This design comes from an exercise in tuning for small area on the open sky130 flow, not from production work.
Function was checked by simulation only, so behaviour that the tests miss may differ from the original.
No activity file was given, so power comes from the tool's default toggle rates. The flow treats the clock pin as an ideal source, which a real chip does not have.

## run 1
// led_matrix_pwm_scanner
module led_matrix_pwm_scanner #(
  parameter int COLUMNS  = lmps_pkg::COLUMNS_DEF,
  parameter int CHANNELS = lmps_pkg::CHANNELS_DEF
) (
  input  logic                              clk,
  input  logic                              rst,
  input  logic                              s_tvalid,
  output logic                              s_tready,
  input  logic [lmps_pkg::IN_DATA_W-1:0]    s_tdata,
  input  logic [lmps_pkg::OP_W-1:0]         s_tuser,
  output logic                              m_tvalid,
  input  logic                              m_tready,
  output logic [lmps_pkg::OUT_DATA_W-1:0]   m_tdata
);
  localparam int LW = 5;
  localparam int FN = 120;
  localparam int LN = 15;
  logic [FN*LW-1:0] fr;
  logic [LN*LW-1:0] lr;
  logic [LW-1:0]    ftail, ltail, fin, lin, wdata;
  logic [7:0]       wbyte;
  logic [1:0] sub;
  logic [2:0] rowp;
  logic [2:0] colp;
  logic [3:0]  tcnt;
  logic [2:0]  pcol;
  logic [14:0] dsr;
  logic [14:0] drive;
  logic        reloaded;
  logic        primed;
  logic        init;
  logic can_proc, slot0, slot_last, active;
  logic is_tick, is_write, is_clear, row_ok;
  logic wr_here, clr, reload, upd, dbit, accept;
  logic [LW-1:0] cur;
  assign ftail = fr[FN*LW-1 -: LW];
  assign ltail = lr[LN*LW-1 -: LW];
  assign is_tick  = (s_tuser == 2'd0);
  assign is_write = (s_tuser == 2'd1);
  assign is_clear = (s_tuser == 2'd2);
  assign row_ok   = (s_tdata[5:3] < 3'd5);
  assign can_proc  = s_tvalid && !m_tvalid && !init;
  assign slot0     = (sub == 2'd0) && (rowp == 3'd0) && (colp == 3'd0);
  assign slot_last = (sub == 2'd2) && (rowp == 3'd4) && (colp == 3'd7);
  assign active    = primed || (can_proc && slot0);
  assign wr_here = s_tvalid && is_write && row_ok &&
                   (colp == s_tdata[2:0]) && (rowp == s_tdata[5:3]);
  always_comb begin
  ...
Size in the first run: ~850 cells after synthesis, roughly 64 I/O pins.
clock: 10.0 ns
lec_check: 0
cap_margin: 20
core_margin: 2
core_utilization: 70
place_density: 0.8
slew_margin: 20
standard.sh (not shown) runs the stock make flow with config.mk's settings and CLKGATE_MAP_FILE= SYNTH_SCRIPT=/design/flow/synth_recipe.tcl, a recipe that flattens the netlist after the stock synthesis.
==> flow/flow/run.sh <==
#!/bin/bash
# Standard ORFS layout with three changes:
#  - after the standard synthesis, the combinational cells are mapped again
#    for area by Yosys/ABC (flip-flops, their names and cell types untouched);
#  - CTS adds no dummy loads and uses buf_12 clusters of at most 36 sinks;
#  - the port buffers are buf_1, and one tie cell drives all constant outputs.
# Each tool's output goes to a log of its own in this folder.
set -euo pipefail
export CTS_ARGS="-sink_clustering_enable -repair_clock_nets -dont_use_dummy_load -buf_list {sky130_fd_sc_hd__buf_12} -root_buf sky130_fd_sc_hd__clkbuf_16 -tree_buf sky130_fd_sc_hd__clkbuf_16 -sink_clustering_size 34 -sink_clustering_max_diameter 60"
export BUFFER_PORTS_ARGS="-buffer_cell sky130_fd_sc_hd__buf_1"
export SKIP_REPAIR_TIE_FANOUT=1

bash standard.sh synth > synth.log 2>&1

RES=orfs/results/${FLOW_PLATFORM}/led_matrix_pwm_scanner/base
LIB=${FLOW_HOME}/platforms/${FLOW_PLATFORM}/lib/sky130_fd_sc_hd__tt_025C_1v80.lib
YOSYS=${FLOW_HOME}/../tools/install/yosys/bin/yosys
[[ -x $YOSYS ]] || YOSYS=yosys
cp ${RES}/1_2_yosys.v std_1_2_yosys.v
DU=""
for c in $(cat flow/dont_use.txt); do DU="$DU -dont_use $c"; done
cat > reopt.ys <<EOS
read_liberty -ignore_miss_func ${LIB}
blackbox sky130_fd_sc_hd__*df* sky130_fd_sc_hd__*dl* sky130_fd_sc_hd__conb*
read_verilog std_1_2_yosys.v
hierarchy -top ${FLOW_TOP}
flatten
opt -purge
abc -liberty ${LIB} ${DU} -script +strash;&get,-n;&st;&deepsyn,-T,30;&dch,-f;&nf,-R,1000;&put
opt_clean -purge
hilomap -singleton -hicell sky130_fd_sc_hd__conb_1 HI -locell sky130_fd_sc_hd__conb_1 LO
insbuf -buf sky130_fd_sc_hd__buf_1 A X
tee -o reopt_stat.txt stat -liberty ${LIB}
write_verilog -noattr -nohex -nodec reopt_1_2_yosys.v
EOS
cat > reopt_check.ys <<EOS
read_liberty -lib ${LIB}
read_verilog reopt_1_2_yosys.v
hierarchy -check -top ${FLOW_TOP}
check -assert -mapped
EOS
# Keep the standard netlist if the new mapping fails or does not check out.
if $YOSYS -s reopt.ys > reopt.log 2>&1 && $YOSYS -s reopt_check.ys > reopt_check.log 2>&1; then
  cp reopt_1_2_yosys.v ${RES}/1_2_yosys.v
  rm -f ${RES}/1_synth.odb ${RES}/1_synth.sdc
fi

bash standard.sh finish > finish.log 2>&1
Other scripts of this flow, unchanged in this note and not shown: flow/flow/dont_use.txt
Run 1 did not stop at any stage, and its layout met the timing, design-rule and antenna checks.
What run 2 does differently from run 1 at the input level:
--- a/flow/flow/run.sh
+++ b/flow/flow/run.sh
@@ -8,3 +8,3 @@
 set -euo pipefail
-export CTS_ARGS="-sink_clustering_enable -repair_clock_nets -dont_use_dummy_load -buf_list {sky130_fd_sc_hd__buf_12} -root_buf sky130_fd_sc_hd__clkbuf_16 -tree_buf sky130_fd_sc_hd__clkbuf_16 -sink_clustering_size 34 -sink_clustering_max_diameter 60"
+export CTS_ARGS="-sink_clustering_enable -repair_clock_nets -dont_use_dummy_load -buf_list {sky130_fd_sc_hd__buf_12} -sink_clustering_size 32 -sink_clustering_max_diameter 60"
 export BUFFER_PORTS_ARGS="-buffer_cell sky130_fd_sc_hd__buf_1"
Findings:
Taking run 1 as the reference, in run 2 setup slack of the most critical reg-to-reg path now larger, final period utilization lower. Lower hold slack was reported by run 1, not run 2. Compared with run 1, in run 2 routed metal-1 wirelength now smaller, highest cell delay on the worst timing path comparable. The run with more routed wire is run 1, not run 2. Clock-buffer cell count of run 2 exceeds that of run 1 by a few percent. Diff run 2..run 1 | proportion of final cell area spent on non-clock buffers | negligible. Delta(average wire per cell in the routed design, run 2 - run 1) < 0. Run 2 vs run 1: met2 demand-to-capacity share in global routing down in run 2. Any difference in met3 capacity usage during global routing between run 2 and run 1 is small enough to ignore.

========
led_matrix_pwm_scanner, a different RTL version from the one above (not shown whole).
For scale: about 710 flip-flops, ~64 I/O pins.
Settings: LEC_CHECK=0, CAP_MARGIN=20, CORE_MARGIN=2, CORE_UTILIZATION=80, SLEW_MARGIN=20; clock period 10.0 ns.
==> flow/flow/run.sh <==
#!/bin/bash
# Standard layout, with CTS told not to add dummy loads and the port buffers
# made with the smallest buffer. Each tool's output goes to standard.log.
set -euo pipefail
export CTS_ARGS="-sink_clustering_enable -repair_clock_nets -dont_use_dummy_load -buf_list {sky130_fd_sc_hd__clkbuf_16} -sink_clustering_size 45 -sink_clustering_max_diameter 60"
export BUFFER_PORTS_ARGS="-buffer_cell sky130_fd_sc_hd__buf_1"
bash standard.sh finish > standard.log 2>&1
The baseline ended with an error in clock tree synthesis (4_1_cts), error DPL-0033.
Then changed:
==> flow/flow/run.sh (replaced) <==
#!/bin/bash
# Standard layout, with CTS told not to add dummy loads and the port buffers
# made with the smallest buffer. Each tool's output goes to standard.log.
set -euo pipefail
export CTS_ARGS="-sink_clustering_enable -repair_clock_nets -dont_use_dummy_load -buf_list {sky130_fd_sc_hd__clkbuf_8 sky130_fd_sc_hd__clkbuf_16} -sink_clustering_size 20 -sink_clustering_max_diameter 50"
export BUFFER_PORTS_ARGS="-buffer_cell sky130_fd_sc_hd__buf_1"
bash standard.sh finish > standard.log 2>&1
CORE_UTILIZATION = 70   (was 80)
After rerunning: With this change the flow went through all stages and came out clean; area after synthesis stays the same; synthesized cell count is unchanged.
Then changed:
==> flow/run.sh (new file) <==
#!/bin/bash
# synth_recipe.tcl (not shown) runs the flow's synth.tcl, then flattens the netlist and writes it again
# the make line also repeats each setting of config.mk as NAME=value (left out here)
make -C /OpenROAD-flow-scripts/flow DESIGN_CONFIG=/design/flow/config.mk WORK_HOME=/design/flow/orfs CLKGATE_MAP_FILE= SYNTH_SCRIPT=/design/flow/synth_recipe.tcl finish
CORE_UTILIZATION = 40   (was 70)
removed: flow/flow/run.sh
removed: flow/standard.sh
Effect:
- The changed run completed without violations
- design area went up by 8.6%
- non-clock buffer count stays the same
- routed wire length went down by 14%

========
The RTL this note starts from:
==> flow/design.v <==
package lmps_pkg;
  localparam int COLUMNS_DEF  = 8;
  localparam int CHANNELS_DEF = 15;
  localparam int OP_W       = 2;
  localparam int COORD_W    = 3;
  localparam int BYTE_W     = 8;
  localparam int DRIVE_W    = 15;
  localparam int IN_DATA_W  = 32;
  localparam int OUT_DATA_W = 24;
  localparam logic [3:0] TICK_LAST = 4'd15;
  localparam logic [BYTE_W-1:0] PWM_MAX = 8'd15;
  typedef enum logic [OP_W-1:0] {
    OP_TICK  = 2'd0,
    OP_WRITE = 2'd1,
    OP_CLEAR = 2'd2,
    OP_NOP   = 2'd3
  } op_t;
  typedef enum logic [1:0] {
    ACT_NONE  = 2'd0,
    ACT_SHIFT = 2'd1,
    ACT_RESET = 2'd2
  } act_t;
  typedef enum logic [2:0] {
    ST_CLEAR,
    ST_IDLE,
    ST_WRITE,
    ST_TICK,
    ST_DRAIN,
    ST_FINISH
  } state_t;
endpackage
module led_matrix_pwm_scanner #(
  parameter int COLUMNS  = lmps_pkg::COLUMNS_DEF,
  parameter int CHANNELS = lmps_pkg::CHANNELS_DEF
) (
  input  logic                              clk,
  input  logic                              rst,
  input  logic                              s_tvalid,
  output logic                              s_tready,
  input  logic [lmps_pkg::IN_DATA_W-1:0]    s_tdata,
  input  logic [lmps_pkg::OP_W-1:0]         s_tuser,
  output logic                              m_tvalid,
  input  logic                              m_tready,
  output logic [lmps_pkg::OUT_DATA_W-1:0]   m_tdata
);
  localparam int LW = 5;
  localparam int FN = 120;
  localparam int LN = 15;
  logic [FN*LW-1:0] fr;
  logic [LN*LW-1:0] lr;
  logic [LW-1:0]    ftail, ltail, fin, lin, wdata;
  logic [7:0]       wbyte;
  logic [1:0] sub;
  logic [2:0] rowp;
  logic [2:0] colp;
  logic [3:0]  tcnt;
  logic [2:0]  pcol;
  logic [14:0] dsr;
  logic [14:0] drive;
  logic        reloaded;
  logic        primed;
  logic        init;
  logic can_proc, slot0, slot_last, active;
  logic is_tick, is_write, is_clear;
  logic wr_here, clr, reload, upd, dbit, accept;
  logic [LW-1:0] cur;
  assign ftail = fr[FN*LW-1 -: LW];
  assign ltail = lr[LN*LW-1 -: LW];
  assign is_tick  = (s_tuser == 2'd0);
  assign is_write = (s_tuser == 2'd1);
  assign is_clear = (s_tuser == 2'd2);
  assign can_proc  = s_tvalid && !m_tvalid && !init;
  assign slot0     = (sub == 2'd0) && (rowp == 3'd0) && (colp == 3'd0);
  assign slot_last = (sub == 2'd2) && (rowp == 3'd4) && (colp == 3'd7);
  assign active    = primed || (can_proc && slot0);
  assign wr_here = s_tvalid && is_write &&
                   (colp == s_tdata[2:0]) && (rowp == s_tdata[5:3]);
  always_comb begin
    case (sub)
      2'd0:    wbyte = s_tdata[21:14];
      2'd1:    wbyte = s_tdata[13:6];
      default: wbyte = s_tdata[29:22];
    endcase
  end
  assign wdata = wbyte[4:0] | {LW{|wbyte[7:5]}};
  assign clr = init || (s_tvalid && is_clear);
  assign fin = wr_here ? wdata : (clr ? '0 : ftail);
  assign upd    = active && is_tick && (colp == pcol);
  assign reload = (tcnt == 4'b1000);
  assign cur    = reload ? ftail : ltail;
  assign lin    = init ? '0 : (upd ? cur - 5'd1 : ltail);
  assign dbit   = !init && (upd ? ((cur != '0) && !cur[4]) : dsr[0]);
  assign accept   = primed && slot_last;
  assign s_tready = accept;
  always_ff @(posedge clk) begin
    fr <= {fr[FN*LW-LW-1:0], fin};
    lr <= {lr[LN*LW-LW-1:0], lin};
    if ((active && is_tick) || init) begin
      dsr <= {dbit, dsr[14:1]};
    end
    if (accept) begin
      reloaded <= is_tick && reload;
    end
  end
  always_ff @(posedge clk) begin
    if (rst) begin
      sub      <= '0;
      rowp     <= '0;
      colp     <= '0;
      tcnt     <= '0;
      pcol     <= '0;
      primed   <= 1'b0;
      init     <= 1'b1;
      m_tvalid <= 1'b0;
    end else begin
      sub  <= (sub == 2'd2) ? 2'd0 : sub + 2'd1;
      rowp <= (rowp == 3'd4) ? 3'd0 : rowp + 3'd1;
      colp <= colp + 3'd1;
      if (slot_last) begin
        init <= 1'b0;
      end
      if (accept) begin
        primed <= 1'b0;
      end else if (active) begin
        primed <= 1'b1;
      end
      if (accept && is_tick) begin
        tcnt <= {tcnt[2:0], (tcnt[3] ^ tcnt[2]) || (tcnt == 4'd0)};
        if (reload) begin
          pcol <= pcol + 3'd1;
        end
      end
      m_tvalid <= accept || (m_tvalid && !m_tready);
    end
  end
  for (genvar i = 0; i < 15; i++) begin : g_drive
    assign drive[3 * ((105 + i) % 5) + ((105 + i) % 3)] = dsr[i];
  end
  assign m_tdata = {7'b0000000, reloaded && (pcol == 3'd0), reloaded && (pcol != 3'd0), drive};
endmodule
clock: 10.0 ns
lec_check: 0
cap_margin: 20
core_margin: 2
core_utilization: 70
place_density: 0.8
slew_margin: 20
==> flow/flow/run.sh <==
#!/bin/bash
# Standard ORFS layout with three changes:
#  - after the standard synthesis, the combinational cells are mapped again
#    for area by Yosys/ABC (flip-flops, their names and cell types untouched);
#  - CTS adds no dummy loads and uses buf_12 clusters of at most 36 sinks;
#  - the port buffers are buf_1, and one tie cell drives all constant outputs.
# Each tool's output goes to a log of its own in this folder.
set -euo pipefail
export CTS_ARGS="-sink_clustering_enable -repair_clock_nets -dont_use_dummy_load -buf_list {sky130_fd_sc_hd__buf_12} -sink_clustering_size 32 -sink_clustering_max_diameter 90"
export BUFFER_PORTS_ARGS="-buffer_cell sky130_fd_sc_hd__buf_1"
export SKIP_REPAIR_TIE_FANOUT=1

bash standard.sh synth > synth.log 2>&1

RES=orfs/results/${FLOW_PLATFORM}/led_matrix_pwm_scanner/base
LIB=${FLOW_HOME}/platforms/${FLOW_PLATFORM}/lib/sky130_fd_sc_hd__tt_025C_1v80.lib
YOSYS=${FLOW_HOME}/../tools/install/yosys/bin/yosys
[[ -x $YOSYS ]] || YOSYS=yosys
cp ${RES}/1_2_yosys.v std_1_2_yosys.v
DU=""
for c in $(cat flow/dont_use.txt); do DU="$DU -dont_use $c"; done
cat > reopt.ys <<EOS
read_liberty -ignore_miss_func ${LIB}
blackbox sky130_fd_sc_hd__*df* sky130_fd_sc_hd__*dl* sky130_fd_sc_hd__conb*
read_verilog std_1_2_yosys.v
hierarchy -top ${FLOW_TOP}
flatten
opt -purge
abc -liberty ${LIB} ${DU} -script +strash;&get,-n;&st;&deepsyn,-T,30;&dch,-f;&nf,-R,1000;&put
opt_clean -purge
hilomap -singleton -hicell sky130_fd_sc_hd__conb_1 HI -locell sky130_fd_sc_hd__conb_1 LO
insbuf -buf sky130_fd_sc_hd__buf_1 A X
tee -o reopt_stat.txt stat -liberty ${LIB}
write_verilog -noattr -nohex -nodec reopt_1_2_yosys.v
EOS
cat > reopt_check.ys <<EOS
read_liberty -lib ${LIB}
read_verilog reopt_1_2_yosys.v
hierarchy -check -top ${FLOW_TOP}
check -assert -mapped
EOS
# Keep the standard netlist if the new mapping fails or does not check out.
if $YOSYS -s reopt.ys > reopt.log 2>&1 && $YOSYS -s reopt_check.ys > reopt_check.log 2>&1; then
  cp reopt_1_2_yosys.v ${RES}/1_2_yosys.v
  rm -f ${RES}/1_synth.odb ${RES}/1_synth.sdc
fi

bash standard.sh finish > finish.log 2>&1
Other scripts of this flow, unchanged in this note and not shown: flow/flow/dont_use.txt
The starting point finished clean.
Then changed:
--- a/flow/flow/run.sh
+++ b/flow/flow/run.sh
@@ -5 +5,2 @@
-#  - CTS adds no dummy loads and uses buf_12 clusters of at most 36 sinks;
+#  - CTS adds no dummy loads, drives clusters of at most 32 sinks with buf_12
+#    and uses buf_8 above them;
@@ -9 +10 @@
-export CTS_ARGS="-sink_clustering_enable -repair_clock_nets -dont_use_dummy_load -buf_list {sky130_fd_sc_hd__buf_12} -sink_clustering_size 32 -sink_clustering_max_diameter 90"
+export CTS_ARGS="-sink_clustering_enable -repair_clock_nets -dont_use_dummy_load -buf_list {sky130_fd_sc_hd__buf_12} -root_buf sky130_fd_sc_hd__buf_8 -tree_buf sky130_fd_sc_hd__buf_8 -sink_clustering_size 32 -sink_clustering_max_diameter 90"
Result: The new run passed the timing, design-rule and antenna checks. Hold slack hardly moves. Register-to-register slack got worse by 20 ps. Core utilization stays flat. Clock skew is about the same. Sequential power hardly moves. Maximum frequency rose by 0.91%. Worst setup slack improves by 36 ps.
Then changed:
--- a/flow/flow/run.sh
+++ b/flow/flow/run.sh
@@ -5,2 +5 @@
-#  - CTS adds no dummy loads, drives clusters of at most 32 sinks with buf_12
-#    and uses buf_8 above them;
+#  - CTS adds no dummy loads and uses buf_12 clusters of at most 36 sinks;
@@ -10 +9 @@
-export CTS_ARGS="-sink_clustering_enable -repair_clock_nets -dont_use_dummy_load -buf_list {sky130_fd_sc_hd__buf_12} -root_buf sky130_fd_sc_hd__buf_8 -tree_buf sky130_fd_sc_hd__buf_8 -sink_clustering_size 32 -sink_clustering_max_diameter 90"
+export CTS_ARGS="-sink_clustering_enable -repair_clock_nets -dont_use_dummy_load -buf_list {sky130_fd_sc_hd__buf_12} -sink_clustering_size 30 -sink_clustering_max_diameter 120"
=> The changed run ran to the end with no violations; final cell count stays flat; clock skew goes down by 43 ps; total power goes up by about 1%; die area does not change; flip-flop and latch count stays the same; hold slack gains 58 ps; cell area barely changes; setup slack degrades by 240 ps; core utilization climbs by 0.17 points.
Then changed:
--- a/flow/flow/run.sh
+++ b/flow/flow/run.sh
@@ -9 +9 @@
-export CTS_ARGS="-sink_clustering_enable -repair_clock_nets -dont_use_dummy_load -buf_list {sky130_fd_sc_hd__buf_12} -sink_clustering_size 30 -sink_clustering_max_diameter 120"
+export CTS_ARGS="-sink_clustering_enable -repair_clock_nets -dont_use_dummy_load -buf_list {sky130_fd_sc_hd__buf_12} -root_buf sky130_fd_sc_hd__buf_8 -tree_buf sky130_fd_sc_hd__buf_8 -sink_clustering_size 32 -sink_clustering_max_diameter 90"
Total power fell by about 0.9%.
Area after synthesis is unchanged.
Fmax rose by about 6%.
Sequential power hardly moves.
Core utilization fell by 0.17 points.
Non-clock buffer count is unchanged.
Hold slack got worse by 58 ps.
Clock power fell by about 3%.
Final area hardly moves.
Global-route usage stays flat.
Worst setup slack improved by 240 ps.

[separate check: timing with driven ports]
The flow's constraints put no driver on any port. The routed layouts listed below were extracted and timed again, unchanged, in two steps. Step 1 (the two cells are an assumption about what drives the block):
set clk [get_ports {clk}]
set_driving_cell -lib_cell sky130_fd_sc_hd__clkbuf_16 $clk
set_driving_cell -lib_cell sky130_fd_sc_hd__buf_2 [delete_from_list [all_inputs] $clk]
Step 2, shift: input delay + t, output delay - t, t = (earliest + latest rising clock arrival at the registers) / 2. This alone moves slack from input paths to output paths. a / b / c = ideal / step 1 / step 2; a / b = the first two.
run | t (ns) | setup WS [ns] | slew at the worst register clock pin (ns)
run 1 | 0.587 | 5.865 / 5.815 / 5.454 | 0.13 / 0.13
run 2 | 0.547 | 5.992 / 5.945 / 5.542 | 0.11 / 0.11
the second run of note 2 | 0.556 | 4.264 / 4.229 / 4.229 | 0.09 / 0.09
the third run of note 2 | 0.613 | 3.397 / 3.369 / 3.369 | 0.07 / 0.07
the first run of note 3 | 0.516 | 6.000 / 6.027 / 5.511 | 0.12 / 0.12
the second run of note 3 | 0.581 | 6.036 / 6.060 / 5.479 | 0.12 / 0.12
the third run of note 3 | 0.533 | 5.796 / 5.823 / 5.290 | 0.11 / 0.11
the fourth run of note 3 | 0.581 | 6.036 / 6.060 / 5.479 | 0.12 / 0.12
After both steps every run listed still meets setup and hold.
